Background: an optimization exercise with open tools, aiming at small area, a short achievable clock period and few clock cycles. Do not read the settings as production practice.
Where RTL was checked, it was by simulation tests only, not by an equivalence proof against the original.
Only the layout flow was run in run 1; the RTL was not checked for function there.
Power is estimated from default activity; no workload was simulated.

**config.mk**
```make
export PLATFORM = sky130hd
export DESIGN_NAME = hysteresis_peak_detector
export DESIGN_NICKNAME = hysteresis_peak_detector
export VERILOG_FILES = /design/flow/design.v
export SDC_FILE = /design/flow/constraint.sdc
export NUM_CORES = 4
export LEC_CHECK = 0
export CAP_MARGIN = 20
export CORE_MARGIN = 2
export CORE_UTILIZATION = 40
export CTS_BUF_LIST = sky130_fd_sc_hd__clkbuf_4
export SETUP_SLACK_MARGIN = 5
export SLEW_MARGIN = 20
```
**constraint.sdc**
```tcl
create_clock -name core_clock -period 8.5 [get_ports {clk}]
set_input_delay 1.7000 -clock core_clock [delete_from_list [all_inputs] [get_ports {clk}]]
set_output_delay 1.7000 -clock core_clock [all_outputs]
set_load 0.01 [all_outputs]
```
**design.v**
```verilog
package hpd_pkg;
	typedef enum logic [1:0] {
		REG_LOCAL_THR    = 2'd0,
		REG_GLOBAL_THR   = 2'd1,
		REG_MIN_INTERVAL = 2'd2
	} cfg_reg_t;
	localparam int unsigned CFG_INDEX_BITS = 2;
	localparam int unsigned INTERVAL_BITS  = 24;
	typedef struct packed {
		logic valid;     
		logic advance;   
	} pipe_ctrl_t;
endpackage
module hpd_carry #(
	parameter int unsigned N = 17
) (
	input  logic [N-1:0] x,
	input  logic [N-1:0] y,
	input  logic         cin,
	output logic         cout
);
	localparam int unsigned L = $clog2(N + 1);
	localparam int unsigned M = 1 << L;
	logic [(L+1)*M-1:0] g, p;
	assign g[0] = cin;
	assign p[0] = 1'b0;
	assign g[N:1] = x & y;
	assign p[N:1] = x | y;
	if (M > N + 1) begin : g_pad
		assign g[M-1:N+1] = '0;
		assign p[M-1:N+1] = '1;
	end
	for (genvar l = 0; l < L; l++) begin : g_lvl
		for (genvar i = 0; i < (M >> (l + 1)); i++) begin : g_node
			assign g[(l+1)*M + i] = g[l*M + 2*i + 1] | (p[l*M + 2*i + 1] & g[l*M + 2*i]);
			assign p[(l+1)*M + i] = p[l*M + 2*i + 1] & p[l*M + 2*i];
		end
		assign g[(l+1)*M + (M >> (l + 1)) +: (M - (M >> (l + 1)))] = '0;
		assign p[(l+1)*M + (M >> (l + 1)) +: (M - (M >> (l + 1)))] = '0;
	end
	assign cout = g[L*M];
endmodule
module hysteresis_peak_detector #(
	parameter int unsigned SAMPLE_BITS = 16,
	parameter int unsigned TIME_BITS   = 32
) (
	input  logic                          clk,
	input  logic                          arst_n,
	input  logic                          in_valid,
	output logic                          in_ready,
	input  logic signed [SAMPLE_BITS-1:0] sample_value,
	input  logic        [TIME_BITS-1:0]   sample_time,
	input  logic                          restart,
	output logic                          out_valid,
	input  logic                          out_ready,
	output logic        [TIME_BITS-1:0]   peak_time,
	output logic signed [SAMPLE_BITS-1:0] peak_value,
	input  logic                          cfg_valid,
	output logic                          cfg_ready,
	input  logic [hpd_pkg::CFG_INDEX_BITS-1:0] cfg_index,
	input  logic [((SAMPLE_BITS > hpd_pkg::INTERVAL_BITS) ?
	               SAMPLE_BITS : hpd_pkg::INTERVAL_BITS)-1:0] cfg_data
);
	localparam int unsigned SB = SAMPLE_BITS;
	localparam int unsigned TB = TIME_BITS;
	localparam int unsigned IB = hpd_pkg::INTERVAL_BITS;
	localparam int unsigned HB = SB + 2;    
	logic        [SB-2:0] hx_q;
	logic signed [SB-1:0] global_thr_q;
	logic        [IB-1:0] min_interval_q;
	logic                 toggle;    
	assign cfg_ready = 1'b1;
	logic signed [SB-1:0] v1_q;
	logic        [TB-1:0] t1_q;
	logic                 r1_q, s1_valid_q, in_ready_q;
	logic signed [SB-1:0] ref_q;      
	logic signed [SB-1:0] peak_v_q;   
	logic        [TB-1:0] max_t_q, prev_t_q;
	logic                 rising_q, seen_q, out_valid_q;
	always_ff @(posedge clk or negedge arst_n) begin
		if (!arst_n) begin
			hx_q           <= '0;
			global_thr_q   <= '0;
			min_interval_q <= '0;
		end else begin
			if (cfg_valid && cfg_index == 2'd0)
				hx_q <= rising_q ? cfg_data[SB-2:0] : ~cfg_data[SB-2:0];
			else if (toggle)
				hx_q <= ~hx_q;
			if (cfg_valid && cfg_index == 2'd1)
				global_thr_q <= $signed(cfg_data[SB-1:0]);
			if (cfg_valid && cfg_index == 2'd2)
				min_interval_q <= cfg_data[IB-1:0];
		end
	end
	logic [TB:0] sp_s, sp_k;
	logic        sp_carry, spaced, above, ok;
	for (genvar i = 0; i < TB; i++) begin : g_sp
		logic ma, zb;
		assign ma = !max_t_q[i];
		assign zb = (i < IB) ? min_interval_q[i] : 1'b0;
		assign sp_s[i]   = ma ^ prev_t_q[i] ^ zb;
		assign sp_k[i+1] = (ma & prev_t_q[i]) | (ma & zb) | (prev_t_q[i] & zb);
	end
	assign sp_s[TB] = 1'b1;
	assign sp_k[0]  = 1'b0;
	hpd_carry #(.N(TB + 1)) u_spaced (
		.x   (sp_s),
		.y   (sp_k),
		.cin (1'b1),
		.cout(sp_carry)
	);
	assign spaced = !sp_carry;
	hpd_carry #(.N(SB)) u_above (
		.x   ({!ref_q[SB-1], ref_q[SB-2:0]}),
		.y   (~{!global_thr_q[SB-1], global_thr_q[SB-2:0]}),
		.cin (1'b0),
		.cout(above)
	);
	assign ok = above && (!seen_q || spaced);
	logic ext;
	hpd_carry #(.N(SB)) u_ext (
		.x   ({!v1_q[SB-1], v1_q[SB-2:0]}),
		.y   (~{!ref_q[SB-1], ref_q[SB-2:0]}),
		.cin (!rising_q),
		.cout(ext)
	);
	logic [HB-1:0] cr_a, cr_b, cr_c, cr_s, cr_k;
	logic          cr_carry, cr_sign, xing;
	assign cr_a = {{(HB-SB){v1_q[SB-1]}}, v1_q};
	assign cr_b = {{(HB-SB+1){!rising_q}}, hx_q};
	assign cr_c = ~{{(HB-SB){ref_q[SB-1]}}, ref_q};
	assign cr_s = cr_a ^ cr_b ^ cr_c;
	assign cr_k = {(cr_a[HB-2:0] & cr_b[HB-2:0]) | (cr_a[HB-2:0] & cr_c[HB-2:0])
	               | (cr_b[HB-2:0] & cr_c[HB-2:0]), 1'b0};
	hpd_carry #(.N(HB - 1)) u_cross (
		.x   (cr_s[HB-2:0]),
		.y   (cr_k[HB-2:0]),
		.cin (1'b1),
		.cout(cr_carry)
	);
	assign cr_sign = cr_s[HB-1] ^ cr_k[HB-1] ^ cr_carry;
	assign xing   = rising_q ? cr_sign : !cr_sign;
	logic process, fire, ld_max, ld_ref, s1_valid_d, out_valid_d;
	assign process = s1_valid_q && !out_valid_q;
	assign ld_max  = process && (r1_q || (rising_q ? ext : xing));
	assign ld_ref  = process && (r1_q || ext != !rising_q || xing);
	assign fire    = process && !r1_q && rising_q && xing && ok;
	assign toggle  = process && (r1_q ? !rising_q : xing);
	assign s1_valid_d  = in_ready_q ? in_valid : (s1_valid_q && !process);
	assign out_valid_d = fire || (out_valid_q && !out_ready);
	always_ff @(posedge clk) begin
		if (in_ready_q) begin
			v1_q <= sample_value;
			t1_q <= sample_time;
			r1_q <= restart;
		end
		if (fire) begin
			prev_t_q <= max_t_q;
			peak_v_q <= ref_q;
		end
	end
	always_ff @(posedge clk or negedge arst_n) begin
		if (!arst_n) begin
			s1_valid_q  <= 1'b0;
			in_ready_q  <= 1'b1;
			out_valid_q <= 1'b0;
			ref_q       <= '0;
			max_t_q     <= '0;
			rising_q    <= 1'b1;
			seen_q      <= 1'b0;
		end else begin
			s1_valid_q  <= s1_valid_d;
			out_valid_q <= out_valid_d;
			in_ready_q  <= !(s1_valid_d && out_valid_d);
			if (ld_ref)
				ref_q <= v1_q;
			if (ld_max)
				max_t_q <= t1_q;
			if (process) begin
				rising_q <= r1_q || (rising_q ? !xing : xing);
				if (r1_q)
					seen_q <= 1'b0;
				else if (fire)
					seen_q <= 1'b1;
			end
		end
	end
	assign in_ready   = in_ready_q;
	assign out_valid  = out_valid_q;
	assign peak_time  = max_t_q;
	assign peak_value = peak_v_q;
endmodule
```
**run.sh**
```bash
#!/bin/bash
# synth_recipe.tcl (not shown) runs the flow's synth.tcl, then flattens the netlist and writes it again
# the make line also repeats each setting of config.mk as NAME=value (left out here)
make -C /OpenROAD-flow-scripts/flow DESIGN_CONFIG=/design/flow/config.mk WORK_HOME=/design/flow/orfs CLKGATE_MAP_FILE= SYNTH_SCRIPT=/design/flow/synth_recipe.tcl finish
```
==> results of run 1 <==
[how the worst max path moves through the flow]
| stage | startpoint | end | depth (start not counted) |
|---|---|---|---|
| after floorplan | rising_q$_DFFE_PN1P_ | peak_v_q[0]$_DFFE_PP_ | 12 |
| after global placement | rising_q$_DFFE_PN1P_ | prev_t_q[28]$_DFFE_PP_ | 12 |
| after detailed placement | rising_q$_DFFE_PN1P_ | prev_t_q[26]$_DFFE_PP_ | 12 |
| after CTS | rising_q$_DFFE_PN1P_ | peak_v_q[10]$_DFFE_PP_ | 13 |
| after global routing | max_t_q[0]$_DFFE_PN0P_ | peak_v_q[4]$_DFFE_PP_ | 12 |
| final | rising_q$_DFFE_PN1P_ | max_t_q[4]$_DFFE_PN0P_ | 14 |
[timing repair]
action                                  CTS  global route
buffers inserted                         26             7
pin swaps                                 7             6
gates cloned                              4             3
endpoints found under the setup margin  115           115
gates resized for setup                  40            30
hold buffers                              0             0
[power by group through the flow]
stage	logic, mW	clock network, mW	registers (mW)
global route	2.87	1.00	1.73
floorplan	1.45	0	1.69
CTS	2.44	0.946	1.69
global placement	2.00	0	1.71
detailed placement	2.05	0	1.72
finish	2.62	0.911	1.68
[cell usage in the layout, fill, tap and decap left out, types with 6 or more instances in the layout]
cell             netlist  routed
clkdlybuf4s50_1        0     126
dfrtp_1              106     106
edfxtp_1              97      97
clkbuf_4               0      95
inv_1                 79      76
mux2_2                49      46
fa_1                  40      38
mux2_4                32      35
nand2_1               33      33
o21ai_0               29      27
nor2_1                29      26
buf_4                  1      23
xnor2_1               17      17
a21oi_1               17      16
xor2_1                13      13
o22ai_1               12      11
buf_6                  5      11
nor2b_1               11      10
nand2b_1              10      10
ha_1                  10       9
maj3_1                 9       8
a31oi_1                9       8
mux2i_1                9       8
nor3_1                 7       7
buf_12                 1       6
[routing by layer]
metal | vias up | global-route usage [%] | share of wire (%)
met3 | 50 | 4.44 | 5.5
met4 | 0 | 6.10 | 2.2
met5 | - | 0 | 0
met1 | 3037 | 22.9 | 45
li1 | 2990 | - | -
met2 | 165 | 27.2 | 47
[layout make-up]
class / count / share of cell area, %
Timing Repair Buffer: 174 / 14.4
Clock buffer: 95 / 5.52
Multi-Input combinational cell: 407 / 30.6
Sequential cell: 205 / 43.5
Tap cell: 324 / 3.14
Antenna cell: 2 / 0.0388
Inverter: 80 / 2.44
Clock inverter: 8 / 0.310
[state kept, by name (all words and copies together) (netlist names)]
register,cells
v1_q,16
seen_q,1
out_valid_q,1
min_interval_q,24
global_thr_q,16
max_t_q,32
s1_valid_q,1
prev_t_q,32
t1_q,32
peak_v_q,16
rising_q,1
r1_q,1
hx_q,15
ref_q,16
in_ready_q,1
[worst register-to-register path, cell delays in order, from the launching register on]
cell and delay (ns):
dfstp_4 0.67, clkinv_8 0.07, fa_2 0.56, inv_2 0.05
ha_4 0.17, inv_4 0.06, a31oi_4 0.08, mux2_4 0.31
a311o_2 0.41, nor3_1 0.21, o21bai_4 0.18, a21oi_4 0.10
buf_6 0.14, clkbuf_16 0.17, mux2_4 0.30
[logic make-up after synthesis]
family                     count (synthesis)
AOI/OAI and AO/OA                        108
xor gates and xnor gates                  30
adders and majority gates                 63
buffers and inverters                     94
DFF                                      205
muxes                                     90
other                                      1
and+or+nand+nor                          114
[cell usage after synthesis (4+ instances only)]
| library cell | number |
|---|---|
| dfrtp_1 | 106 |
| edfxtp_1 | 97 |
| inv_1 | 79 |
| mux2_2 | 49 |
| fa_1 | 40 |
| nand2_1 | 33 |
| mux2_4 | 32 |
| nor2_1 | 29 |
| o21ai_0 | 29 |
| a21oi_1 | 17 |
| xnor2_1 | 17 |
| xor2_1 | 13 |
| o22ai_1 | 12 |
| nor2b_1 | 11 |
| ha_1 | 10 |
| nand2b_1 | 10 |
| a31oi_1 | 9 |
| maj3_1 | 9 |
| mux2i_1 | 9 |
| clkbuf_1 | 7 |
| nor3_1 | 7 |
| a22oi_1 | 5 |
| buf_6 | 5 |
| a2111oi_0 | 4 |
| a221oi_1 | 4 |
| maj3_2 | 4 |
| nor4_1 | 4 |
==> summary.md, run 1 <==
| Metric | Value |
|---|---|
| Synth top area share | 29.8% |
| Final Setup Violations | 0 |
| Delay-heaviest family, CP | compound AO/OA/AOI/OAI gates |
| # Max-Cap Violations | 0 |
| Crit Path Class | reg2reg |
| Yosys top cell by area | edfxtp_1 |
| PortBufs | 129 |
| Adder-cell share of the synthesized area | 10.9% |
| Root Buffer | clkbuf_4 |
| Via count | 6242 |
| Core Util, Final | 53.6% |
| Post-detail-place hpwl | 14100 um |
| Residual DRC | 0 |
| Global Route Usage Sum | 17.1% |
| Drt first pass iters | 4 |
| Top post-synthesis cells by area | edfxtp_1 30%, dfrtp_1 27%, fa_1 8.2% |
| Final min period | 3.56 ns |
| Final Power | 5.21 mW |
| R2R Setup Slk | 4.94 ns |
| Setup WS post-layout | 4.94 ns |
| Number of global-route vias before repair | 6565 |
| Clock skew | 0.0574 ns |
| Total CTS buffers | 55 |
| Final Slew Violations | 0 |
| Die area | 25700 um2 |
| Design area | 12900 um2 |
| Worst Path Arrival | 4.09 ns |
| Total grt overflow | 0 |
| Syn Std Cell Area | 9760 um2 |
| Element type at the critical path end | register |
| Post-synthesis compound-gate area fraction | 7.30% |
| Mapped Cells | 705 |
| Setup_tns | 0 ns |
| Logic pwr share | 50.3% |
| Hold WS | 0.472 ns |
| Critical Path Start Type | register |
| Net Sw Power | 1.92 mW |
| Area growth syn-to-layout | 32.3% |
| Place WS | 3.81 ns |
| Worst Tran Pin Value | 0.907 ns |
| Slowest cell on crit path | dfstp_4 |
| Placed cell area | 11400 um2 |
| Layout Cells excl Fill | 1295 |
| Clock sink count | 205 |
| H-tree level count | 2 |
| Sequential power share | 32.2% |
| Sw frac | 36.8% |
| Clock Power Share | 17.5% |
| Sequential Area | 5620 um2 |
| Initial antenna violation count | 2 |
| Core area | 24100 um2 |
| # IOs | 131 |
| Crit path buf inv count | 5 |
| Die extent in x | 160 um |
| Synth Flop Type | dfrtp_1 |
| Site Rows | 57 |
| CTS tree | yes |
| Max Clk Rate | 0.281 GHz |
| Synth cell types | 63 |
| Max transition margin | 39.4% |
| Peak supply drop | 0.161 mV |
| Multi-input logic area | 3960 um2 |
| Hold Path End | max_t_q[19]$_DFFE_PN0P_ |
| Simple-gate share of the synthesized area | 5.86% |
| Leak | 5.34 nW |
| Syn_nets | 835 |
| Layout Nets | 1053 |
| Initial core utilization | 40.5% |
| Clock Path Buffers | 3 |
| Inst Count DP | 1150 |
| Tightest Hold Check Type | reg2reg |
| Largest net degree at the start of global routing | 62 |
| Worst-Skew Late Latency | 0.69 ns |
| Ys Warns | 1 |
| Syn avg cell area | 13.8 um2 |
| Startpoint of the worst hold path | t1_q[19]$_DFFE_PP_ |
| Largest family of logic cells by synthesized area | multiplexers |
| Routability Congestion | 0.810 |
| RSZ-0062 raised after global routing | yes |
| Status | complete, no violations |
| Initial DRC count | 335 |
| Post-synth ARST share | 52.7% |
| Pint | 3.29 mW |
| Antenna Violating Nets Remaining | 0 |
| Sequential area share after synthesis | 57.5% |
| Routed len/inst | 16.9 um |
| Pwr Density | 403 nW/um2 |
| Share of cells above drive strength 1 | 27.3% |
| FF-to-FF Start | rising_q$_DFFE_PN1P_ |
| Die height | 160 um |
| Worst Hold Depth | 1 |
| First-pass GRT wire length | 34600 um |
| Most frequent CP cell | mux2_4 |
| Seq cells post-synth | 205 |
| Required @ worst endpoint | 9.04 ns |
| Fillers | 2137 |
| Final Hold Viols | 0 |
| Final wirelength | 21900 um |
| FF-to-FF path depth | 14 |
| CP max FO | 8 |
| Post-synth EDFFs | 97 |
| FF-to-FF End | max_t_q[4]$_DFFE_PN0P_ |
| Post-Synth XOR/XNOR Area | 2.69% |
| Cell Chain, Critical Path | clkinv_8 > fa_2 > inv_2 > ha_4 > inv_4 > a31oi_4 > mux2_4 > a311o_2 > nor3_1 > o21bai_4 > a21oi_4 > buf_6 > clkbuf_16 > mux2_4 |
| Clk slew on worst S/H paths | 0.06 ns |
| Crit-path max cell delay | 0.67 ns |
| Fin crit share | 41.8% |
| Vias/cell | 4.82 |
| Mux share of post-synthesis cell area | 11.5% |
==> run 2: changes to the inputs <==
--- a/design.v
+++ b/design.v
@@ -19,7 +19,9 @@
 	input  logic         cin,
 	output logic         cout
 );
-	localparam int unsigned L = $clog2(N + 1);
+	localparam int unsigned L = (N + 1 <= 2)  ? 1 : (N + 1 <= 4)  ? 2 :
+	                            (N + 1 <= 8)  ? 3 : (N + 1 <= 16) ? 4 :
+	                            (N + 1 <= 32) ? 5 : (N + 1 <= 64) ? 6 : 7;
 	localparam int unsigned M = 1 << L;
 	logic [(L+1)*M-1:0] g, p;
 	assign g[0] = cin;
==> flow/run.sh (new file) <==
#!/bin/bash
# Standard layout with two changes: port buffers are buf_1 cells instead of
# the resizer's default pick, and clock tree synthesis inserts no dummy loads.
# Every tool's output goes to a log file here.
set -e
{
	echo 'export BUFFER_PORTS_ARGS = -buffer_cell sky130_fd_sc_hd__buf_1'
	echo 'export CTS_ARGS = -sink_clustering_enable -repair_clock_nets -buf_list sky130_fd_sc_hd__clkbuf_4 -dont_use_dummy_load'
} >> config.mk
bash standard.sh > standard.log 2>&1
==> standard.sh (new file) <==
#!/bin/bash
# synth_recipe.tcl (not shown) runs the flow's synth.tcl, then flattens the netlist and writes it again
# the make line also repeats each setting of config.mk as NAME=value (left out here)
make -C /OpenROAD-flow-scripts/flow DESIGN_CONFIG=/design/flow/config.mk WORK_HOME=/design/flow/orfs CLKGATE_MAP_FILE= SYNTH_SCRIPT=/design/flow/synth_recipe.tcl "${@:-finish}"
--- a/config.mk
+++ b/config.mk
@@ -11,3 +11,5 @@
 export CTS_BUF_LIST = sky130_fd_sc_hd__clkbuf_4
 export SETUP_SLACK_MARGIN = 5
 export SLEW_MARGIN = 20
+export BUFFER_PORTS_ARGS = -buffer_cell sky130_fd_sc_hd__buf_1
+export CTS_ARGS = -sink_clustering_enable -repair_clock_nets -buf_list sky130_fd_sc_hd__clkbuf_4 -dont_use_dummy_load
removed: run.sh
==> summary.md, run 2 <==
| Metric | Value |
|---|---|
| Status | complete, no violations |
| Global Route Usage Sum | 17.1% |
| Max Clk Rate | 0.277 GHz |
| Share of cells above drive strength 1 | 24.2% |
| Leak | 4.80 nW |
| Slowest cell on crit path | dfstp_4 |
| Total grt overflow | 0 |
| Routed len/inst | 17.2 um |
| Required @ worst endpoint | 8.85 ns |
| Setup_tns | 0 ns |
| Antenna Violating Nets Remaining | 0 |
| Initial core utilization | 40.5% |
| Post-CTS Hold Buffers | 0 |
| RSZ-0062 raised after global routing | yes |
| Yosys top cell by area | edfxtp_1 |
| Ys Warns | 1 |
| CTS tree | yes |
| Vias/cell | 4.91 |
| Synth top area share | 29.8% |
| Drt first pass iters | 4 |
| Top post-synthesis cells by area | edfxtp_1 30%, dfrtp_1 27%, fa_1 8.2% |
| Synth cell types | 63 |
| Initial DRC count | 355 |
| Placed cell area | 10600 um2 |
| Top Registers | max_t_q: 32 flops, prev_t_q: 32 flops, t1_q: 32 flops |
| Tightest Hold Check Type | reg2reg |
| Cell Chain, Critical Path | clkinv_8 > fa_2 > inv_2 > ha_4 > inv_2 > a31oi_4 > mux2_4 > a311o_2 > nor2_4 > nand4b_1 > nor2_4 > buf_4 > buf_12 > buf_16 |
| Net Sw Power | 1.80 mW |
| Die height | 160 um |
| Syn_nets | 835 |
| Post-synth ARST share | 52.7% |
| Max transition margin | 37.9% |
| H-tree level count | 2 |
| Residual DRC | 0 |
| Final Slew Violations | 0 |
| # IOs | 131 |
| Clock Power Share | 13.7% |
| Sw frac | 38.2% |
| Syn Std Cell Area | 9760 um2 |
| First-pass GRT wire length | 34500 um |
| Final Setup Violations | 0 |
| Die area | 25700 um2 |
| Post-synth EDFFs | 97 |
| Number of global-route vias before repair | 6573 |
| Worst Tran Pin Value | 0.929 ns |
| Element type at the critical path end | register |
| Initial antenna violation count | 1 |
| Seq cells post-synth | 205 |
| Logic pwr share | 50.7% |
| Site Rows | 57 |
| Most common cell after layout, fill and taps aside | buf_1 |
| Crit path buf inv count | 6 |
| Design area | 11700 um2 |
| Die extent in x | 160 um |
| # Max-Cap Violations | 0 |
| CP max FO | 8 |
| Final Hold Viols | 0 |
| Layout Nets | 1058 |
| Fin crit share | 42.5% |
| Clock sink count | 205 |
| Clk slew on worst S/H paths | 0.06 ns |
| Largest net degree at the start of global routing | 64 |
| Area growth syn-to-layout | 20.2% |
| Crit-path max cell delay | 0.66 ns |
| Synth Flop Type | dfrtp_1 |
| Sequential area share after synthesis | 57.5% |
| Critical Path Start Type | register |
| Total CTS buffers | 57 |
| PortBufs | 129 |
| Most frequent cells in the layout | 128 x buf_1, 106 x dfrtp_1, 97 x edfxtp_1, 75 x inv_1, 58 x clkbuf_4 |
| Sequential power share | 35.5% |
| Count leader, synth | dfrtp_1 |
| Post-detail-place hpwl | 14100 um |
| Via count | 6149 |
| Pint | 2.92 mW |
| Worst Path Arrival | 3.96 ns |
| Root Buffer | clkbuf_4 |
| Final min period | 3.62 ns |
| Mapped Cells | 705 |
| Core area | 24100 um2 |
| Clock skew | 0.110 ns |
| Pwr Density | 402 nW/um2 |
| Crit Path Class | reg2reg |
| Syn avg cell area | 13.8 um2 |
| Delay-heaviest family, CP | adder cells |
| Final wirelength | 21600 um |
| Synth cell count leaders | 106 x dfrtp_1, 97 x edfxtp_1, 79 x inv_1 |
| Clock Path Buffers | 3 |
| Routability Congestion | 0.826 |
| Worst-Skew Late Latency | 0.67 ns |
| Peak supply drop | 0.179 mV |
run 2: path summary, 6_finish.rpt:
kind                                       from                 endpoint  slack (ns)  cells past startpoint
hold / removal                t1_q[3]$_DFFE_PP_   max_t_q[3]$_DFFE_PN0P_        0.45                      1
min in group asynchronous                arst_n  max_t_q[10]$_DFFE_PN0P_        1.09                      1
setup / recovery           rising_q$_DFFE_PN1P_    prev_t_q[0]$_DFFE_PP_        4.88                     14
max in group asynchronous                arst_n    ref_q[13]$_DFFE_PN0P_        6.03                      2
setup reg to reg           rising_q$_DFFE_PN1P_    prev_t_q[0]$_DFFE_PP_        4.88                     14
hold reg to reg               t1_q[3]$_DFFE_PP_   max_t_q[3]$_DFFE_PN0P_        0.45                      1
run 2: power groups by stage:
stage	clock network, mW	registers, mW	logic (mW)
after floorplan	0	1.69	1.45
after global placement	0	1.71	1.86
after detailed placement	0	1.71	1.90
after CTS	0.686	1.68	2.27
after global routing	0.734	1.73	2.67
final	0.649	1.68	2.39
run 2: layer usage:
layer / wire length (um) / GRT usage, % / vias up
met5: 0 / 0 / -
met4: 486 / 5.86 / 0
li1: - / - / 2958
met1: 9770 / 23.0 / 2971
met2: 10200 / 27.7 / 178
met3: 1120 / 3.74 / 42
run 2: area by class of cell:
type,count,area (um2)
Inverter,80,313
Multi-Input combinational cell,407,3910
Fill cell,2223,12400
Antenna cell,2,5.00
Clock buffer,57,428
Sequential cell,205,5620
Tap cell,324,405
Timing Repair Buffer,177,1060
run 2: kinds of logic after synthesis:
group	after synthesis	synth area share, %
buffers and inverters	94	4.20
other	1	0.0384
and+or+nand+nor	114	5.86
AOI/OAI and AO/OA	108	7.30
DFF	205	57.5
xor gates and xnor gates	30	2.69
adders and majority gates	63	10.9
muxes	90	11.5
run 2: timing repair:
action	CTS	global route
pin swaps	6	7
buffers inserted	27	9
endpoints found under the setup margin	113	111
gates resized for setup	39	16
cloned	5	2
run 2: metrics by stage:
stage	setup WS [ns]	hold WS (ns)	utilization (%)	cells	total power [mW]
3_5_place_dp	3.86	0.458	44.1	1150	3.62
2_1_floorplan	4.70	0.439	-	705	3.14
4_1_cts	4.95	0.426	48.0	1239	4.64
5_1_grt	4.76	0.431	48.7	1252	5.13
3_3_place_gp	4.00	0.450	44.1	1150	3.57
6_report	4.88	0.447	48.7	1252	4.72
Testbench counts of run 2, summed over its fixed seeds: cycles 17,921.
==> run 3: changes to the inputs <==
--- a/config.mk
+++ b/config.mk
@@ -7,8 +7,7 @@
 export LEC_CHECK = 0
 export CAP_MARGIN = 20
 export CORE_MARGIN = 2
-export CORE_UTILIZATION = 40
-export CTS_BUF_LIST = sky130_fd_sc_hd__clkbuf_4
+export CORE_UTILIZATION = 55
 export SETUP_SLACK_MARGIN = 5
 export SLEW_MARGIN = 20
 export BUFFER_PORTS_ARGS = -buffer_cell sky130_fd_sc_hd__buf_1
==> summary.md, run 3 <==
| Metric | Value |
|---|---|
| Root Buffer | clkbuf_4 |
| Layout Cells excl Fill | 1143 |
| Required @ worst endpoint | 8.85 ns |
| Clk slew on worst S/H paths | 0.06 ns |
| Post-synth EDFFs | 97 |
| Initial DRC count | 284 |
| Top Registers | max_t_q: 32 flops, prev_t_q: 32 flops, t1_q: 32 flops |
| Final Slew Violations | 0 |
| R2R Setup Slk | 4.93 ns |
| Post-synth ARST share | 52.7% |
| FF-to-FF Start | rising_q$_DFFE_PN1P_ |
| Routability Congestion | 0.895 |
| Synth cell types | 63 |
| Final min period | 3.57 ns |
| Crit Path Class | reg2reg |
| Met2 WL | 10700 um |
| Final wirelength | 21200 um |
| Element type at the critical path end | register |
| RSZ-0062 raised after global routing | yes |
| Drt first pass iters | 4 |
| First-pass GRT wire length | 33300 um |
| Synth Flop Type | dfrtp_1 |
| Peak supply drop | 0.221 mV |
| Most common cell after layout, fill and taps aside | buf_1 |
| Clock sink count | 205 |
| Total grt overflow | 0 |
| Met3 WL | 1050 um |
| Inst Count DP | 1051 |
| Status | complete, no violations |
| Mapped Cells | 705 |
| Syn Std Cell Area | 9760 um2 |
| Antenna Violating Nets Remaining | 0 |
| Sequential area share after synthesis | 57.5% |
| Worst-Skew Late Latency | 0.64 ns |
| FF-to-FF End | prev_t_q[27]$_DFFE_PP_ |
| Post-CTS Hold Buffers | 0 |
| CTS tree | yes |
| Synth top area share | 29.8% |
| Most frequent cells in the layout | 128 x buf_1, 106 x dfrtp_1, 97 x edfxtp_1, 74 x inv_1, 55 x clkbuf_4 |
| Seq cells post-synth | 205 |
| Max transition margin | 39.0% |
| Startpoint of the worst hold path | t1_q[15]$_DFFE_PP_ |
| Worst Tran Pin Value | 0.914 ns |
| Syn avg cell area | 13.8 um2 |
| Count leader, synth | dfrtp_1 |
| Worst Path Arrival | 3.92 ns |
| Initial core utilization | 56.4% |
| Layout Nets | 1049 |
| CP max FO | 8 |
| Die extent in x | 137 um |
| Core area | 17300 um2 |
| Clock Path Buffers | 3 |
| Synth cell count leaders | 106 x dfrtp_1, 97 x edfxtp_1, 79 x inv_1 |
| Area growth syn-to-layout | 18.8% |
| Setup_tns | 0 ns |
| Global Route Usage Sum | 23.3% |
| # Max-Cap Violations | 0 |
| Max Clk Rate | 0.280 GHz |
| Largest net degree at the start of global routing | 66 |
| Share of cells above drive strength 1 | 23.9% |
| Site Rows | 48 |
| Final Setup Violations | 0 |
| Final Hold Viols | 0 |
| Via count | 6253 |
| Worst Hold Depth | 1 |
| Initial antenna violation count | 1 |
| Number of global-route vias before repair | 6520 |
| Die area | 18800 um2 |
| Fillers | 1303 |
| Residual DRC | 0 |
| FF-to-FF path depth | 14 |
| Yosys top cell by area | edfxtp_1 |
| Top post-synthesis cells by area | edfxtp_1 30%, dfrtp_1 27%, fa_1 8.2% |
| Die height | 137 um |
| PortBufs | 129 |
| Vias/cell | 5.47 |
| Critical Path Start Type | register |
| Pwr Density | 411 nW/um2 |
| Tightest Hold Check Type | reg2reg |
| Routed len/inst | 18.5 um |
| Syn_nets | 835 |
| DRT met1 WL | 8830 um |
| Hold Path End | max_t_q[15]$_DFFE_PN0P_ |
| Ys Warns | 1 |
| # IOs | 131 |
| Total CTS buffers | 54 |
| Post-detail-place hpwl | 13900 um |
| Clock skew | 0.0293 ns |
| H-tree level count | 2 |
| Fin crit share | 42.0% |
| Top Layer Used | met4 |
| Leak | 4.78 nW |
## run 3: report_power, final
part,internal (mW),switching (mW)
Clock,0.286,0.343
Combinational,1.21,1.25
Sequential,1.42,0.255
Total,2.92,1.85
## run 3: per-stage QoR
step | worst slack (ns) | util, % | power (mW) | cell area (um2) | hold slack (ns)
floorplan | 4.70 | - | 3.14 | 9780 | 0.439
global placement | 4.16 | 60.7 | 3.53 | 10500 | 0.456
detailed placement | 4.01 | 60.7 | 3.62 | 10500 | 0.455
CTS | 4.92 | 65.8 | 4.60 | 11400 | 0.468
global route | 4.84 | 67.1 | 5.14 | 11600 | 0.485
finish | 4.93 | 67.1 | 4.77 | 11600 | 0.474
## run 3: how the worst max path moves through the flow
| stage | startpoint | endpoint | slack [ns] | depth (start not counted) |
|---|---|---|---|---|
| 2_1_floorplan | rising_q$_DFFE_PN1P_ | peak_v_q[0]$_DFFE_PP_ | 4.70 | 12 |
| 3_3_place_gp | rising_q$_DFFE_PN1P_ | prev_t_q[2]$_DFFE_PP_ | 4.16 | 12 |
| 3_5_place_dp | rising_q$_DFFE_PN1P_ | prev_t_q[1]$_DFFE_PP_ | 4.01 | 12 |
| 4_1_cts | rising_q$_DFFE_PN1P_ | prev_t_q[27]$_DFFE_PP_ | 4.92 | 14 |
| 5_1_grt | rising_q$_DFFE_PN1P_ | prev_t_q[17]$_DFFE_PP_ | 4.84 | 14 |
| 6_report | rising_q$_DFFE_PN1P_ | prev_t_q[27]$_DFFE_PP_ | 4.93 | 14 |
## run 3: worst max-delay path, stage by stage (launching register included)
cell and delay (ns):
dfstp_4 0.65, clkinv_8 0.05, fa_2 0.47, inv_2 0.10, ha_4 0.16, inv_2 0.04, a31oi_2 0.14, mux2_2 0.35
a311o_2 0.36, nor2_4 0.19, nand4b_1 0.21, nor2_4 0.19, buf_6 0.16, buf_12 0.11, buf_16 0.12
## run 3: routing by layer
metal / vias to the layer above / global-route usage [%]
met1: 3084 / 29.9
met5: - / 0
met2: 194 / 38.8
met4: 0 / 9.91
li1: 2926 / -
met3: 49 / 4.75
## run 3: what timing repair did
action | in CTS | in global routing
resized for setup | 37 | 30
cloned | 5 | 2
setup buffers | 23 | 7
setup endpoints to repair | 112 | 112
pin swaps | 6 | 13
## run 3: layout make-up
cell class,count,area (um2),area share (%)
clock buffers,54,405,3.50
well taps,225,282,2.43
repair buffers,171,1030,8.89
inverters,80,313,2.70
flip-flops and latches,205,5620,48.5
diodes,1,2.50,0.0216
multi-input cells,407,3940,34.0
## run 3: logic make-up after synthesis
group	share of synthesized area, %
AO/OA/AOI/OAI	7.30
XOR/XNOR	2.69
adder cells (fa/ha/maj)	10.9
buffers and inverters	4.20
flip-flops	57.5
multiplexers	11.5
other	0.0384
AND/OR/NAND/NOR	5.86
==> run 4: changes to the inputs <==
--- a/config.mk
+++ b/config.mk
@@ -5,9 +5,10 @@
 export SDC_FILE = /design/flow/constraint.sdc
 export NUM_CORES = 4
 export LEC_CHECK = 0
+export ABC_AREA = 1
 export CAP_MARGIN = 20
 export CORE_MARGIN = 2
-export CORE_UTILIZATION = 55
+export CORE_UTILIZATION = 70
 export SETUP_SLACK_MARGIN = 5
 export SLEW_MARGIN = 20
 export BUFFER_PORTS_ARGS = -buffer_cell sky130_fd_sc_hd__buf_1
==> summary.md, run 4 <==
| Metric | Value |
|---|---|
| Antenna Violating Nets Remaining | 0 |
| Layout Cells excl Fill | 1335 |
| Multi-input logic area | 3610 um2 |
| Routed len/inst | 15.5 um |
| Synth cell count leaders | 271 x nand2_1, 123 x inv_1, 110 x o21ai_0 |
| Required @ worst endpoint | 6.80 ns |
| Most frequent cells in the layout | 271 x nand2_1, 128 x buf_1, 122 x inv_1, 110 x o21ai_0, 106 x dfrtp_1 |
| Max transition margin | 40.6% |
| Cell Chain, Critical Path | buf_12 > buf_1 |
| Number of global-route vias before repair | 6943 |
| Initial core utilization | 71.3% |
| RSZ-0062 raised after global routing | no |
| Initial antenna violation count | 0 |
| PortBufs | 129 |
| FF-to-FF Start | rising_q$_DFFE_PN1P_ |
| Final Slew Violations | 0 |
| GR Util met1 | 39.8% |
| CP max FO | 52 |
| Worst Path Arrival | 1.63 ns |
| Synth cell types | 38 |
| Syn avg cell area | 9.91 um2 |
| Drt first pass iters | 6 |
| Routability Congestion | 0.887 |
| Layout Nets | 1287 |
| Final Hold Viols | 0 |
| Mapped Cells | 991 |
| Crit path buf inv count | 2 |
| Final wirelength | 20700 um |
| Inst Count DP | 1280 |
| Syn_nets | 1121 |
| Post-synth ARST share | 52.7% |
| Sequential area share after synthesis | 57.2% |
| Clock sink count | 205 |
| Clk slew on worst S/H paths | 0.06 ns |
| H-tree level count | 2 |
| Critical Path Start Type | register |
| Max Clk Rate | 0.301 GHz |
| Gr busiest metal | met2 |
| Fin crit share | 39.1% |
| Worst-Skew Late Latency | 0.65 ns |
| # Max-Cap Violations | 0 |
| Post-synth EDFFs | 97 |
| Worst Tran Pin Value | 0.891 ns |
| Global Route Usage Sum | 28.7% |
| Tightest Hold Check Type | reg2reg |
| Site Rows | 43 |
| Slowest cell on crit path | dfstp_2 |
| Met3 global-route usage | 5.62% |
| Die area | 15000 um2 |
| Seq cells post-synth | 205 |
| CTS tree | yes |
| Ys Warns | 1 |
| Core area | 13800 um2 |
| Delay-heaviest family, CP | flip-flops |
| Post-detail-place hpwl | 14400 um |
| Area growth syn-to-layout | 11.1% |
| Die height | 122 um |
| M2 GR Usage | 46.1% |
| Total grt overflow | 0 |
| Status | complete, no violations |
| Clock skew | 0.0606 ns |
| Total CTS buffers | 52 |
| Final min period | 3.33 ns |
| # IOs | 131 |
| Largest net degree at the start of global routing | 67 |
| Via count | 7293 |
| Share of cells above drive strength 1 | 7.97% |
| Setup crit start | in_ready_q$_DFF_PN1_ |
| Count leader, synth | nand2_1 |
| Most common cell after layout, fill and taps aside | nand2_1 |
| Die extent in x | 122 um |
| Crit Path Class | reg2out |
| Synth top area share | 29.6% |
| Peak supply drop | 0.282 mV |
| Fillers | 937 |
| Final Setup Violations | 0 |
| Syn Std Cell Area | 9830 um2 |
| Vias/cell | 5.46 |
| Post-CTS Hold Buffers | 0 |
| Top Registers | max_t_q: 32 flops, prev_t_q: 32 flops, t1_q: 32 flops |
| Crit-path max cell delay | 0.54 ns |
| Pwr Density | 375 nW/um2 |
| Initial DRC count | 588 |
| Residual DRC | 0 |
| Startpoint of the worst hold path | max_t_q[8]$_DFFE_PN0P_ |
| Synth Flop Type | dfrtp_1 |
| Clock Path Buffers | 3 |
| First-pass GRT wire length | 33200 um |
| Sequential Area | 5620 um2 |
| Top post-synthesis cells by area | edfxtp_1 30%, dfrtp_1 27%, nand2_1 10% |
| Leak | 4.91 nW |
| Root Buffer | clkbuf_4 |
| Element type at the critical path end | primary output |
| Ant. Diodes | 0 |
| Yosys top cell by area | edfxtp_1 |
| Setup_tns | 0 ns |
-- run 4: layer usage --
metal	routed length, um	part of all wire [%]	vias up
met5	0	0	-
met4	455	2.2	0
met3	1350	6.5	40
met2	9930	48	254
met1	9010	43	3438
li1	-	-	3561
-- run 4: logic make-up after synthesis --
family                     Yosys count  synth area share [%]
buffers and inverters              151                  6.16
adders and majority gates           50                  9.42
other                                1                0.0382
muxes                                8                 0.917
and+or+nand+nor                    427                  18.2
DFF                                205                  57.2
AOI/OAI and AO/OA                  149                  8.05
-- run 4: what timing repair did --
action | in CTS | in global routing
cloned | 1 | 0
gates resized for setup | 4 | 8
buffers inserted | 1 | 1
endpoints found under the setup margin | 49 | 112
-- run 4: worst paths after layout --
kind                                            to  slack, ns  depth (start not counted)
setup reg to reg             peak_v_q[7]$_DFFE_PP_       5.25                         12
max in group asynchronous     hx_q[11]$_DFFE_PN0P_       6.05                          3
min in group asynchronous  max_t_q[21]$_DFFE_PN0P_       1.30                          2
setup / recovery                          in_ready       5.17                          2
hold / removal               prev_t_q[8]$_DFFE_PP_       0.44                          0
hold reg to reg              prev_t_q[8]$_DFFE_PP_       0.44                          0
-- run 4: final cells by class --
cell class	count	share of cell area, %
inverters	124	4.32
repair inverters	1	0.0688
clock buffers	52	3.58
well taps	180	2.06
repair buffers	138	5.35
flip-flops and latches	205	51.5
multi-input cells	635	33.1
-- run 4: stage by stage --
stage               util (%)  power (mW)  instance area, um2  worst slack (ns)  hold WS, ns
floorplan                  -        2.96                9830              5.25        0.430
CTS                     78.9        4.08               10900              4.99        0.434
detailed placement      75.9        3.44               10500              4.60        0.442
global route            79.2        4.46               10900              5.06        0.428
finish                  79.2        4.09               10900              5.17        0.439
global placement        75.9        3.35               10500              4.70        0.432
-- run 4: power by group --
part	leakage [nW]	internal, mW	switching, mW
Combinational	2.39	0.663	1.17
Clock	0.239	0.277	0.341
Sequential	2.28	1.41	0.234
Total	4.91	2.35	1.75
==> run 5: changes to the inputs <==
--- a/config.mk
+++ b/config.mk
@@ -8,8 +8,8 @@
 export ABC_AREA = 1
 export CAP_MARGIN = 20
 export CORE_MARGIN = 2
-export CORE_UTILIZATION = 70
-export SETUP_SLACK_MARGIN = 5
+export CORE_UTILIZATION = 55
+export SETUP_SLACK_MARGIN = 4
 export SLEW_MARGIN = 20
 export BUFFER_PORTS_ARGS = -buffer_cell sky130_fd_sc_hd__buf_1
 export CTS_ARGS = -sink_clustering_enable -repair_clock_nets -buf_list sky130_fd_sc_hd__clkbuf_4 -dont_use_dummy_load
==> summary.md, run 5 <==
| Metric | Value |
|---|---|
| Status | complete, no violations |
| Core Util, Final | 62.8% |
| Via count | 7084 |
| Post-detail-place hpwl | 14300 um |
| Worst Path Arrival | 3.93 ns |
| Post-synth EDFFs | 97 |
| Root Buffer | clkbuf_4 |
| Top Registers | max_t_q: 32 flops, prev_t_q: 32 flops, t1_q: 32 flops |
| Layout Nets | 1284 |
| Global Route Usage Sum | 23.0% |
| Synth Flop Type | dfrtp_1 |
| Setup WS post-layout | 4.63 ns |
| Tightest Hold Check Type | reg2reg |
| Setup_tns | 0 ns |
| Syn_nets | 1121 |
| Synth top area share | 29.6% |
| Final Power | 4.03 mW |
| Clock sink count | 205 |
| CTS tree | yes |
| Worst-Skew Late Latency | 0.65 ns |
| Net Sw Power | 1.70 mW |
| Synth cell types | 38 |
| Post-CTS Setup Bufs | 0 |
| Sequential area share after synthesis | 57.2% |
| Yosys top cell by area | edfxtp_1 |
| FF-to-FF Start | rising_q$_DFFE_PN1P_ |
| Critical Path Start Type | register |
| Clock skew | 0.0706 ns |
| Routed len/inst | 14.9 um |
| Final Slew Violations | 0 |
| Worst Tran Pin Value | 1.00 ns |
| Initial antenna violation count | 1 |
| Vias/cell | 5.14 |
| Initial DRC count | 398 |
| Post-synth ARST share | 52.7% |
| Required @ worst endpoint | 8.56 ns |
| Element type at the critical path end | register |
| Most frequent cells in the layout | 271 x nand2_1, 128 x buf_1, 122 x inv_1, 110 x o21ai_0, 106 x dfrtp_1 |
| Post-CTS Hold Buffers | 0 |
| Count leader, synth | nand2_1 |
| Total grt overflow | 0 |
| Sequential power share | 40.9% |
| Max transition margin | 32.9% |
| Fin crit share | 45.5% |
| Final wirelength | 20500 um |
| Largest net degree at the start of global routing | 65 |
| Residual DRC | 0 |
| H-tree level count | 2 |
| Total CTS buffers | 54 |
| Die area | 19000 um2 |
| Routability Congestion | 0.853 |
| Pwr Density | 369 nW/um2 |
| Drt first pass iters | 6 |
| Clock Path Buffers | 3 |
| PortBufs | 129 |
| Seq cells post-synth | 205 |
| Number of global-route vias before repair | 7133 |
| Clk slew on worst S/H paths | 0.05 ns |
| Top post-synthesis cells by area | edfxtp_1 30%, dfrtp_1 27%, nand2_1 10% |
| Leak | 4.90 nW |
| Syn avg cell area | 9.91 um2 |
| Logic pwr share | 43.4% |
| # Max-Cap Violations | 0 |
| CP max FO | 48 |
| Site Rows | 48 |
| RSZ-0062 raised after global routing | no |
| Syn Std Cell Area | 9830 um2 |
| # IOs | 131 |
| Final Setup Violations | 0 |
| Max Clk Rate | 0.258 GHz |
| Die height | 138 um |
| Crit Path Class | reg2reg |
| First-pass GRT wire length | 33800 um |
| Core area | 17400 um2 |
| Pint | 2.33 mW |
| Die extent in x | 138 um |
| Most common cell after layout, fill and taps aside | nand2_1 |
| Hold WS | 0.449 ns |
| Mapped Cells | 991 |
| Area growth syn-to-layout | 11.0% |
| Share of cells above drive strength 1 | 7.55% |
| Peak supply drop | 0.263 mV |
| Setup crit start | rising_q$_DFFE_PN1P_ |
| Startpoint of the worst hold path | t1_q[14]$_DFFE_PP_ |
| Ys Warns | 1 |
| Sw frac | 42.1% |
| Clock Power Share | 15.7% |
| Post-CTS sizing | 0 |
| Final Hold Viols | 0 |
| Synth cell count leaders | 271 x nand2_1, 123 x inv_1, 110 x o21ai_0 |
| Final min period | 3.87 ns |
| Antenna Violating Nets Remaining | 0 |
| Place WS | 4.56 ns |
| Initial core utilization | 56.6% |
==> run 5: cell counts after synthesis <==
Identical to the previous run, type by type.
==> run 5: per-stage QoR <==
stage	area [um2]	std cells
floorplan	9830	991
global placement	10500	1323
detailed placement	10500	1323
CTS	10900	1377
global route	10900	1378
finish	10900	1378
==> run 5: metal layers <==
layer / track usage, % / up-vias / share of wire, %
met1: 30.4 / 3324 / 44
met5: 0 / - / 0
li1: - / 3552 / -
met3: 4.89 / 33 / 5.5
met4: 8.13 / 0 / 1.9
met2: 37.8 / 175 / 48
==> run 5: cell type report <==
type                            count  area [um2]
Antenna cell                        1        2.50
Fill cell                        1537        6450
Clock buffer                       54         405
Multi-Input combinational cell    635        3600
Inverter                          124         467
Sequential cell                   205        5620
Tap cell                          225         282
Timing Repair Buffer              134         526
==> run 5: critical path, stage by stage (launching register included) <==
cell and delay (ns):
dfstp_2 0.77, inv_2 0.26, fa_1 0.57, inv_1 0.08, ha_1 0.15, inv_1 0.04, a31oi_1 0.25, nand3_1 0.17
nand4_1 0.13, nor2_1 0.07, nand2_1 0.11, clkinv_2 0.69
==> run 5: final timing paths <==
path,end,slack [ns],depth (start not counted)
setup / recovery,peak_v_q[0]$_DFFE_PP_,4.63,11
hold / removal,max_t_q[14]$_DFFE_PN0P_,0.45,2
setup reg to reg,peak_v_q[0]$_DFFE_PP_,4.63,11
hold reg to reg,max_t_q[14]$_DFFE_PN0P_,0.45,2
max in group asynchronous,hx_q[6]$_DFFE_PN0P_,6.06,2
min in group asynchronous,max_t_q[2]$_DFFE_PN0P_,1.12,1
==> run 5: kinds of logic (layout without fill, tap and decap cells) <==
kind of cell             count (synthesis)  count (layout)  synth area share, %
AND/OR/NAND/NOR                        427             427                 18.2
flip-flops                             205             205                 57.2
buffers and inverters                  151             312                 6.16
AO/OA/AOI/OAI                          149             149                 8.05
adder cells (fa/ha/maj)                 50              50                 9.42
multiplexers                             8               8                0.917
other                                    1               2               0.0382
==> run 5: power by group through the flow <==
stage	combinational (mW)	sequential, mW	clock (mW)
4_1_cts	1.77	1.65	0.658
5_1_grt	2.05	1.69	0.699
3_3_place_gp	1.71	1.66	0
6_report	1.75	1.65	0.631
3_5_place_dp	1.76	1.67	0
2_1_floorplan	1.30	1.65	0
==> run 6: changes to the inputs <==
--- a/config.mk
+++ b/config.mk
@@ -9,7 +9,7 @@
 export CAP_MARGIN = 20
 export CORE_MARGIN = 2
 export CORE_UTILIZATION = 55
-export SETUP_SLACK_MARGIN = 4
+export SETUP_SLACK_MARGIN = 5
 export SLEW_MARGIN = 20
 export BUFFER_PORTS_ARGS = -buffer_cell sky130_fd_sc_hd__buf_1
 export CTS_ARGS = -sink_clustering_enable -repair_clock_nets -buf_list sky130_fd_sc_hd__clkbuf_4 -dont_use_dummy_load
==> summary.md, run 6 <==
| Metric | Value |
|---|---|
| Number of global-route vias before repair | 6964 |
| Place WS | 4.76 ns |
| Final wirelength | 20900 um |
| Site Rows | 48 |
| Root Buffer | clkbuf_4 |
| Clock sink count | 205 |
| Final Power | 4.08 mW |
| # IOs | 131 |
| First-pass GRT wire length | 33500 um |
| Pwr Density | 372 nW/um2 |
| Die height | 138 um |
| Max Clk Rate | 0.308 GHz |
| Hold WS | 0.448 ns |
| Routed len/inst | 15.1 um |
| Clock Path Buffers | 3 |
| Synth cell count leaders | 271 x nand2_1, 123 x inv_1, 110 x o21ai_0 |
| Syn avg cell area | 9.91 um2 |
| Post-detail-place hpwl | 14200 um |
| Status | complete, no violations |
| Initial core utilization | 56.6% |
| Top post-synthesis cells by area | edfxtp_1 30%, dfrtp_1 27%, nand2_1 10% |
| Crit Path Class | reg2reg |
| Area growth syn-to-layout | 11.9% |
| Clk slew on worst S/H paths | 0.06 ns |
| CP max FO | 24 |
| Core area | 17400 um2 |
| Count leader, synth | nand2_1 |
| Most frequent cells in the layout | 271 x nand2_1, 128 x buf_1, 122 x inv_1, 110 x o21ai_0, 106 x dfrtp_1 |
| # Max-Cap Violations | 0 |
| Drt first pass iters | 5 |
| Fillers | 1508 |
| Leak | 4.92 nW |
| Initial DRC count | 385 |
| Peak supply drop | 0.278 mV |
| Synth cell types | 38 |
| Fin crit share | 38.2% |
| Setup WS post-layout | 5.26 ns |
| Critical Path Start Type | register |
| Die extent in x | 138 um |
| Max transition margin | 46.6% |
| PortBufs | 129 |
| Clock skew | 0.0881 ns |
| Total grt overflow | 0 |
| Layout Nets | 1289 |
| Design area | 11000 um2 |
| Most common cell after layout, fill and taps aside | nand2_1 |
| Mapped Cells | 991 |
| Synth Flop Type | dfrtp_1 |
| Final Setup Violations | 0 |
| Worst Path Arrival | 3.54 ns |
| Post-synth ARST share | 52.7% |
| Top Registers | max_t_q: 32 flops, prev_t_q: 32 flops, t1_q: 32 flops |
| RSZ-0062 raised after global routing | no |
| Largest net degree at the start of global routing | 61 |
| Global Route Usage Sum | 23.0% |
| Final min period | 3.24 ns |
| Antenna Violating Nets Remaining | 0 |
| Setup_tns | 0 ns |
| Sequential area share after synthesis | 57.2% |
| Placed cell area | 10500 um2 |
| Synth top area share | 29.6% |
| Syn_nets | 1121 |
| Post-synth EDFFs | 97 |
| R2R Setup Slk | 5.26 ns |
| Final Slew Violations | 0 |
| CTS tree | yes |
| Tightest Hold Check Type | reg2reg |
| Ys Warns | 1 |
| Final Hold Viols | 0 |
| Element type at the critical path end | register |
| Worst Tran Pin Value | 0.800 ns |
| Residual DRC | 0 |
| Initial antenna violation count | 1 |
| Total CTS buffers | 54 |
| Yosys top cell by area | edfxtp_1 |
| Share of cells above drive strength 1 | 8.04% |
| Routability Congestion | 0.861 |
| Seq cells post-synth | 205 |
| H-tree level count | 2 |
| Post-CTS Hold Buffers | 0 |
| Syn Std Cell Area | 9830 um2 |
| Required @ worst endpoint | 8.80 ns |
| Worst-Skew Late Latency | 0.68 ns |
| Vias/cell | 5.15 |
| Die area | 19000 um2 |
| Via count | 7122 |
==> run 6: changes by cell type in the layout (fill, tap and decap cells not counted), sizes merged <==
cell	change
a21oi	+1
buf	+3
clkbuf	+1
clkinv	-1
clkinvlp	+1
==> run 6: routing by layer <==
metal	track usage, %	part of all wire, %	routed length, um	vias to the layer above
met5	0	0	0	-
met4	7.96	1.9	396	0
met3	5.52	5.8	1210	31
met2	37.2	48	9970	179
met1	30.6	45	9330	3348
li1	-	-	-	3564
==> run 6: final cells by class <==
class	instances	area [um2]	share of cell area (%)
Multi-Input combinational cell	636	3620	32.9
Tap cell	225	282	2.56
Timing Repair Buffer	138	593	5.39
Clock buffer	54	405	3.69
Sequential cell	205	5620	51.1
Inverter	124	472	4.29
Antenna cell	1	2.50	0.0228
==> run 6: what timing repair did <==
item | CTS | global route
pin swaps | 1 | 0
resized for setup | 4 | 4
endpoints found under the setup margin | 67 | 95
setup buffers | 1 | 0
gates cloned | 1 | 1
==> run 6: path summary, 6_finish.rpt <==
path                                      start                endpoint  cells past startpoint
hold / removal                t1_q[1]$_DFFE_PP_  max_t_q[1]$_DFFE_PN0P_                      2
min in group asynchronous                arst_n  max_t_q[2]$_DFFE_PN0P_                      1
setup / recovery           rising_q$_DFFE_PN1P_   peak_v_q[0]$_DFFE_PP_                     12
hold reg to reg               t1_q[1]$_DFFE_PP_  max_t_q[1]$_DFFE_PN0P_                      2
max in group asynchronous                arst_n    ref_q[1]$_DFFE_PN0P_                      2
setup reg to reg           rising_q$_DFFE_PN1P_   peak_v_q[0]$_DFFE_PP_                     12
==> run 6: critical path, stage by stage (launching register included) <==
cell and delay [ns]:
dfstp_4 0.76, inv_4 0.15, fa_1 0.61, inv_1 0.07, ha_1 0.19, nor2_1 0.13
nand2_2 0.08, nand3_1 0.11, nand4_1 0.12, nor2_1 0.17, nand2_1 0.13, clkinvlp_4 0.16
buf_12 0.21
==> run 6: stage by stage <==
stage,std cells,util [%]
6_report,1383,63.3
5_1_grt,1383,63.3
4_1_cts,1380,63.0
3_5_place_dp,1324,60.5
3_3_place_gp,1324,60.5
2_1_floorplan,991,-
==> run 6: cells by family (layout without fill, tap and decap cells) <==
| group | Yosys count | after routing | share of synthesized area [%] |
|---|---|---|---|
| other | 1 | 2 | 0.0382 |
| multiplexers | 8 | 8 | 0.917 |
| adder cells (fa/ha/maj) | 50 | 50 | 9.42 |
| flip-flops | 205 | 205 | 57.2 |
| AND/OR/NAND/NOR | 427 | 427 | 18.2 |
| AO/OA/AOI/OAI | 149 | 150 | 8.05 |
| buffers and inverters | 151 | 316 | 6.16 |
==> run 6: power breakdown <==
group | internal (mW) | switching (mW) | total, mW
sequential | 1.41 | 0.245 | 1.65
combinational | 0.660 | 1.14 | 1.80
clock | 0.286 | 0.348 | 0.634
total | 2.35 | 1.73 | 4.08
==> run 7: changes to the inputs <==
--- a/config.mk
+++ b/config.mk
@@ -6,10 +6,10 @@
 export NUM_CORES = 4
 export LEC_CHECK = 0
 export ABC_AREA = 1
-export CAP_MARGIN = 20
+export CAP_MARGIN = 0
 export CORE_MARGIN = 2
 export CORE_UTILIZATION = 55
 export SETUP_SLACK_MARGIN = 5
-export SLEW_MARGIN = 20
+export SLEW_MARGIN = 0
 export BUFFER_PORTS_ARGS = -buffer_cell sky130_fd_sc_hd__buf_1
 export CTS_ARGS = -sink_clustering_enable -repair_clock_nets -buf_list sky130_fd_sc_hd__clkbuf_4 -dont_use_dummy_load
==> summary.md, run 7 <==
| Metric | Value |
|---|---|
| Status | complete, no violations |
| Clk slew on worst S/H paths | 0.06 ns |
| Clock skew | 0.0871 ns |
| Most frequent cells in the layout | 271 x nand2_1, 128 x buf_1, 122 x inv_1, 110 x o21ai_0, 106 x dfrtp_1 |
| Top Registers | max_t_q: 32 flops, prev_t_q: 32 flops, t1_q: 32 flops |
| Via count | 7127 |
| Core area | 17400 um2 |
| Number of global-route vias before repair | 6964 |
| Ys Warns | 1 |
| Clock sink count | 205 |
| CTS tree | yes |
| Seq cells post-synth | 205 |
| Final Power | 4.08 mW |
| Worst Tran Pin Value | 1.00 ns |
| Element type at the critical path end | register |
| Largest net degree at the start of global routing | 61 |
| Total CTS buffers | 54 |
| # Max-Cap Violations | 0 |
| Layout Nets | 1288 |
| Hold WS | 0.448 ns |
| Setup crit start | rising_q$_DFFE_PN1P_ |
| Post-detail-place hpwl | 14200 um |
| Syn_nets | 1121 |
| Syn Std Cell Area | 9830 um2 |
| Count leader, synth | nand2_1 |
| Peak supply drop | 0.277 mV |
| Syn avg cell area | 9.91 um2 |
| Routability Congestion | 0.861 |
| Fin crit share | 38.1% |
| Final Setup Violations | 0 |
| Mapped Cells | 991 |
| Post-synth EDFFs | 97 |
| Initial core utilization | 56.6% |
| Met2 WL | 9990 um |
| Die height | 138 um |
| Synth cell count leaders | 271 x nand2_1, 123 x inv_1, 110 x o21ai_0 |
| Max transition margin | 33.2% |
| Vias/cell | 5.16 |
| Leak | 4.92 nW |
| Clock Path Buffers | 3 |
| Final Hold Viols | 0 |
| Routed len/inst | 15.1 um |
| Drt first pass iters | 5 |
| FF-to-FF End | peak_v_q[0]$_DFFE_PP_ |
| Die extent in x | 138 um |
| Setup WS post-layout | 5.26 ns |
| Critical Path Start Type | register |
| Initial DRC count | 393 |
| First-pass GRT wire length | 33500 um |
| Die area | 19000 um2 |
| CP max FO | 24 |
| Site Rows | 48 |
| # IOs | 131 |
| Total grt overflow | 0 |
| Met3 WL | 1170 um |
| Place WS | 4.76 ns |
| Pwr Density | 372 nW/um2 |
| Root Buffer | clkbuf_4 |
| Post-CTS Hold Buffers | 0 |
| PortBufs | 129 |
| Worst-Skew Late Latency | 0.68 ns |
| Synth Flop Type | dfrtp_1 |
| Share of cells above drive strength 1 | 7.96% |
| Post-synth ARST share | 52.7% |
| Synth top area share | 29.6% |
| Initial antenna violation count | 1 |
| R2R Setup Slk | 5.26 ns |
| Final min period | 3.24 ns |
| RSZ-0062 raised after global routing | no |
| Synth cell types | 38 |
| Required @ worst endpoint | 8.80 ns |
| Top post-synthesis cells by area | edfxtp_1 30%, dfrtp_1 27%, nand2_1 10% |
| Worst Path Arrival | 3.54 ns |
| Antenna Violating Nets Remaining | 0 |
| Setup_tns | 0 ns |
| DRT met1 WL | 9280 um |
| Global Route Usage Sum | 23.0% |
| Sequential area share after synthesis | 57.2% |
| Critical Path End | peak_v_q[0]$_DFFE_PP_ |
| Final wirelength | 20800 um |
| FF-to-FF path depth | 12 |
| Final Slew Violations | 0 |
| Crit Path Class | reg2reg |
| Yosys top cell by area | edfxtp_1 |
| Top Layer Used | met4 |
| H-tree level count | 2 |
| Area growth syn-to-layout | 11.8% |
| Tightest Hold Check Type | reg2reg |
| Most common cell after layout, fill and taps aside | nand2_1 |
| Residual DRC | 0 |
| Max Clk Rate | 0.309 GHz |
| FF-to-FF Start | rising_q$_DFFE_PN1P_ |
## run 7: routing by layer
metal | global-route usage, % | vias up
met5 | 0 | -
met1 | 30.6 | 3348
met3 | 5.52 | 33
li1 | - | 3567
met4 | 7.96 | 0
met2 | 37.2 | 179
## run 7: cells by family (layout without fill, tap and decap cells)
kind of cell,Yosys count,after routing,share of synthesized area (%)
buffers and inverters,151,315,6.16
other,1,2,0.0382
adder cells (fa/ha/maj),50,50,9.42
flip-flops,205,205,57.2
multiplexers,8,8,0.917
AND/OR/NAND/NOR,427,427,18.2
AO/OA/AOI/OAI,149,150,8.05
## run 7: report_power, final
group	switching, mW	leakage [nW]	internal, mW
registers	0.244	2.28	1.41
clock network	0.348	0.248	0.286
logic	1.14	2.39	0.660
## run 7: cell type report
class / instances / area (um2)
diodes: 1 / 2.50
clock buffers: 54 / 405
fillers: 1508 / 6370
inverters: 124 / 472
multi-input cells: 636 / 3620
flip-flops and latches: 205 / 5620
well taps: 225 / 282
repair buffers: 137 / 582
## run 7: through the flow
stage | std cells | utilization, % | cell area (um2)
after global routing | 1382 | 63.3 | 11000
after floorplan | 991 | - | 9830
after detailed placement | 1324 | 60.5 | 10500
final | 1382 | 63.3 | 11000
after CTS | 1380 | 63.0 | 10900
after global placement | 1324 | 60.5 | 10500
## run 7: timing repair
item	CTS	global route
cloned	1	1
hold endpoints to repair	0	0
buffers inserted	1	0
setup endpoints to repair	67	95
gates resized for setup	4	4
pin swaps	1	0
## run 7: worst min-delay path by stage
stage / start / end / slack, ns / cells after the start
6_report: t1_q[1]$_DFFE_PP_ / max_t_q[1]$_DFFE_PN0P_ / 0.45 / 2
4_1_cts: t1_q[1]$_DFFE_PP_ / max_t_q[1]$_DFFE_PN0P_ / 0.45 / 2
3_3_place_gp: t1_q[30]$_DFFE_PP_ / max_t_q[30]$_DFFE_PN0P_ / 0.43 / 2
3_5_place_dp: t1_q[21]$_DFFE_PP_ / max_t_q[21]$_DFFE_PN0P_ / 0.45 / 2
5_1_grt: t1_q[9]$_DFFE_PP_ / max_t_q[9]$_DFFE_PN0P_ / 0.48 / 2
2_1_floorplan: t1_q[0]$_DFFE_PP_ / max_t_q[0]$_DFFE_PN0P_ / 0.43 / 2
## run 7: worst max-delay path, stage by stage (launching register included)
cell        delay [ns]
dfstp_4           0.76
inv_4             0.15
fa_1              0.61
inv_1             0.07
ha_1              0.19
nor2_1            0.13
nand2_2           0.08
nand3_1           0.11
nand4_1           0.12
nor2_1            0.17
nand2_1           0.13
clkinvlp_4        0.16
buf_12            0.21
==> run 8: changes to the inputs <==
==> flow/run.sh (replaced) <==
#!/bin/bash
# Standard layout with three changes: port buffers are buf_1 cells instead of
# the resizer's default pick, clock tree synthesis inserts no dummy loads, and
# timing repair aims for 6 ns of setup slack. Every tool's output goes to a
# log file here.
set -e
{
	echo 'export BUFFER_PORTS_ARGS = -buffer_cell sky130_fd_sc_hd__buf_1'
	echo 'export CTS_ARGS = -sink_clustering_enable -repair_clock_nets -buf_list sky130_fd_sc_hd__clkbuf_4 -dont_use_dummy_load'
	echo 'export SETUP_SLACK_MARGIN = 6'
} >> config.mk
bash standard.sh > standard.log 2>&1
--- a/config.mk
+++ b/config.mk
@@ -6,10 +6,10 @@
 export NUM_CORES = 4
 export LEC_CHECK = 0
 export ABC_AREA = 1
-export CAP_MARGIN = 0
+export CAP_MARGIN = 20
 export CORE_MARGIN = 2
 export CORE_UTILIZATION = 55
-export SETUP_SLACK_MARGIN = 5
-export SLEW_MARGIN = 0
+export SLEW_MARGIN = 20
 export BUFFER_PORTS_ARGS = -buffer_cell sky130_fd_sc_hd__buf_1
 export CTS_ARGS = -sink_clustering_enable -repair_clock_nets -buf_list sky130_fd_sc_hd__clkbuf_4 -dont_use_dummy_load
+export SETUP_SLACK_MARGIN = 6
==> summary.md, run 8 <==
| Metric | Value |
|---|---|
| Status | complete, no violations |
| Syn avg cell area | 9.91 um2 |
| Clock Path Buffers | 3 |
| Post-synth EDFFs | 97 |
| Syn_nets | 1121 |
| Initial antenna violation count | 1 |
| Sequential Area | 5630 um2 |
| Gr busiest metal | met2 |
| H-tree level count | 2 |
| Syn Std Cell Area | 9830 um2 |
| First-pass GRT wire length | 40600 um |
| Initial DRC count | 553 |
| Antenna Violating Nets Remaining | 0 |
| Post-detail-place hpwl | 14300 um |
| Peak supply drop | 0.236 mV |
| Initial core utilization | 56.6% |
| Max Clk Rate | 0.316 GHz |
| Post-CTS Hold Buffers | 0 |
| CTS tree | yes |
| # IOs | 131 |
| Crit Path Class | reg2reg |
| Worst Tran Pin Value | 0.930 ns |
| Final Setup Violations | 0 |
| Share of cells above drive strength 1 | 27.5% |
| Clock sink count | 205 |
| Ys Warns | 1 |
| Number of global-route vias before repair | 7884 |
| Required @ worst endpoint | 8.85 ns |
| RSZ-0062 raised after global routing | yes |
| Final Slew Violations | 0 |
| Setup_tns | 0 ns |
| Top post-synthesis cells by area | edfxtp_1 30%, dfrtp_1 27%, nand2_1 10% |
| Synth cell types | 38 |
| Clk slew on worst S/H paths | 0.06 ns |
| Element type at the critical path end | register |
| CP max FO | 6 |
| Total grt overflow | 0 |
| Tightest Hold Check Type | reg2reg |
| Routed len/inst | 17.5 um |
| Layout Nets | 1391 |
| Yosys top cell by area | edfxtp_1 |
| Total CTS buffers | 53 |
| Met3 global-route usage | 5.48% |
| Routability Congestion | 0.853 |
| M2 GR Usage | 45.3% |
| Worst-Skew Late Latency | 0.66 ns |
| Die height | 138 um |
| Die extent in x | 138 um |
| Fin crit share | 37.2% |
| Top Registers | max_t_q: 32 flops, prev_t_q: 32 flops, t1_q: 32 flops |
| Die area | 19000 um2 |
| Hold WS | 0.454 ns |
| Area growth syn-to-layout | 30.7% |
| Fillers | 1257 |
| Vias/cell | 5.32 |
| Synth cell count leaders | 271 x nand2_1, 123 x inv_1, 110 x o21ai_0 |
| Final wirelength | 26000 um |
| Most common cell after layout, fill and taps aside | nand2_1 |
| Sequential area share after synthesis | 57.2% |
| Max transition margin | 38.0% |
| Post-synth ARST share | 52.7% |
| # Max-Cap Violations | 0 |
| Drt first pass iters | 5 |
| Most frequent cells in the layout | 219 x nand2_1, 113 x inv_1, 104 x dfrtp_1, 97 x edfxtp_1, 80 x buf_1 |
| Final Hold Viols | 0 |
| PortBufs | 129 |
| Worst Path Arrival | 3.51 ns |
| Clock skew | 0.0598 ns |
| Leak | 5.85 nW |
| Via count | 7907 |
| Pwr Density | 411 nW/um2 |
| Residual DRC | 0 |
| Seq cells post-synth | 205 |
| GR Util met1 | 40.0% |
| Synth Flop Type | dfrtp_1 |
| Global Route Usage Sum | 28.6% |
| Critical Path Start Type | register |
| Core Util, Final | 74.0% |
| Largest net degree at the start of global routing | 57 |
| Site Rows | 48 |
| Multi-input logic area | 4060 um2 |
| Core area | 17400 um2 |
| Count leader, synth | nand2_1 |
| Root Buffer | clkbuf_4 |
| Mapped Cells | 991 |
| Final min period | 3.16 ns |
| Synth top area share | 29.6% |
==> run 8: logic make-up after synthesis <==
group	share of synthesized area [%]
multiplexers	0.917
buffers and inverters	6.16
AND/OR/NAND/NOR	18.2
other	0.0382
adder cells (fa/ha/maj)	9.42
AO/OA/AOI/OAI	8.05
flip-flops	57.2
==> run 8: layer usage <==
layer	part of all wire (%)	wire length, um	up-vias
li1	-	-	3792
met1	44	11400	3768
met2	47	12300	288
met3	6.7	1740	59
met4	2.5	641	0
met5	0	0	-
==> run 8: metrics by stage <==
stage               instances  worst slack (ns)  area (um2)  total power [mW]
finish                   1485              5.34       12800              5.28
global route             1485              5.19       12800              5.69
CTS                      1462              5.40       12300              4.93
detailed placement       1323              4.92       10500              3.48
global placement         1323              5.02       10500              3.43
floorplan                 991              5.35        9920              3.02
==> run 8: final cells by class <==
cell class,instances,share of cell area [%]
antenna,1,0.0195
clock buffer,53,3.10
inverter,124,3.74
multi-input combinational,639,31.6
sequential,205,43.8
tap,225,2.19
timing repair buffer,237,15.4
timing repair inverter,1,0.0585
==> run 8: report_power, final <==
part / switching [mW] / internal (mW)
Clock: 0.348 / 0.281
Sequential: 0.226 / 1.41
Combinational: 1.63 / 1.38
==> run 8: critical path, cell delays in order (launching register included) <==
cell and delay, ns:
edfxtp_1 0.45, fa_1 0.53, nor2_2 0.17, nor2_1 0.05, a21oi_1 0.14, nand2_1 0.09
a21oi_2 0.12, nand2_2 0.08, nand2_2 0.09, nand2_2 0.06, nand2_2 0.08, nand4_1 0.16
nor2_2 0.20, nand2_2 0.09, clkinvlp_4 0.10, buf_12 0.11, buf_12 0.12, buf_12 0.11
buf_16 0.12
==> run 8: worst paths after layout <==
check	end	startpoint	slack [ns]	depth (start not counted)
setup / recovery	prev_t_q[26]$_DFFE_PP_	v1_q[14]$_DFFE_PP_	5.34	18
hold / removal	max_t_q[9]$_DFFE_PN0P_	t1_q[9]$_DFFE_PP_	0.45	2
hold reg to reg	max_t_q[9]$_DFFE_PN0P_	t1_q[9]$_DFFE_PP_	0.45	2
min in group asynchronous	max_t_q[0]$_DFFE_PN0P_	arst_n	1.16	1
setup reg to reg	prev_t_q[26]$_DFFE_PP_	v1_q[14]$_DFFE_PP_	5.34	18
max in group asynchronous	global_thr_q[3]$_DFFE_PN0P_	arst_n	6.25	2
==> run 8: what timing repair did <==
action,CTS,global route
buffers inserted,66,22
pin swaps,18,24
gates cloned,20,0
gates resized for setup,117,135
setup endpoints to repair,195,165

Setup slack of run 8, layout unchanged: 5.335 ns with ideal ports, 5.335 ns with driving cells assumed (clock clkbuf_16, inputs buf_2), 5.321 ns with port delays also shifted by the 0.670 ns mid clock arrival.
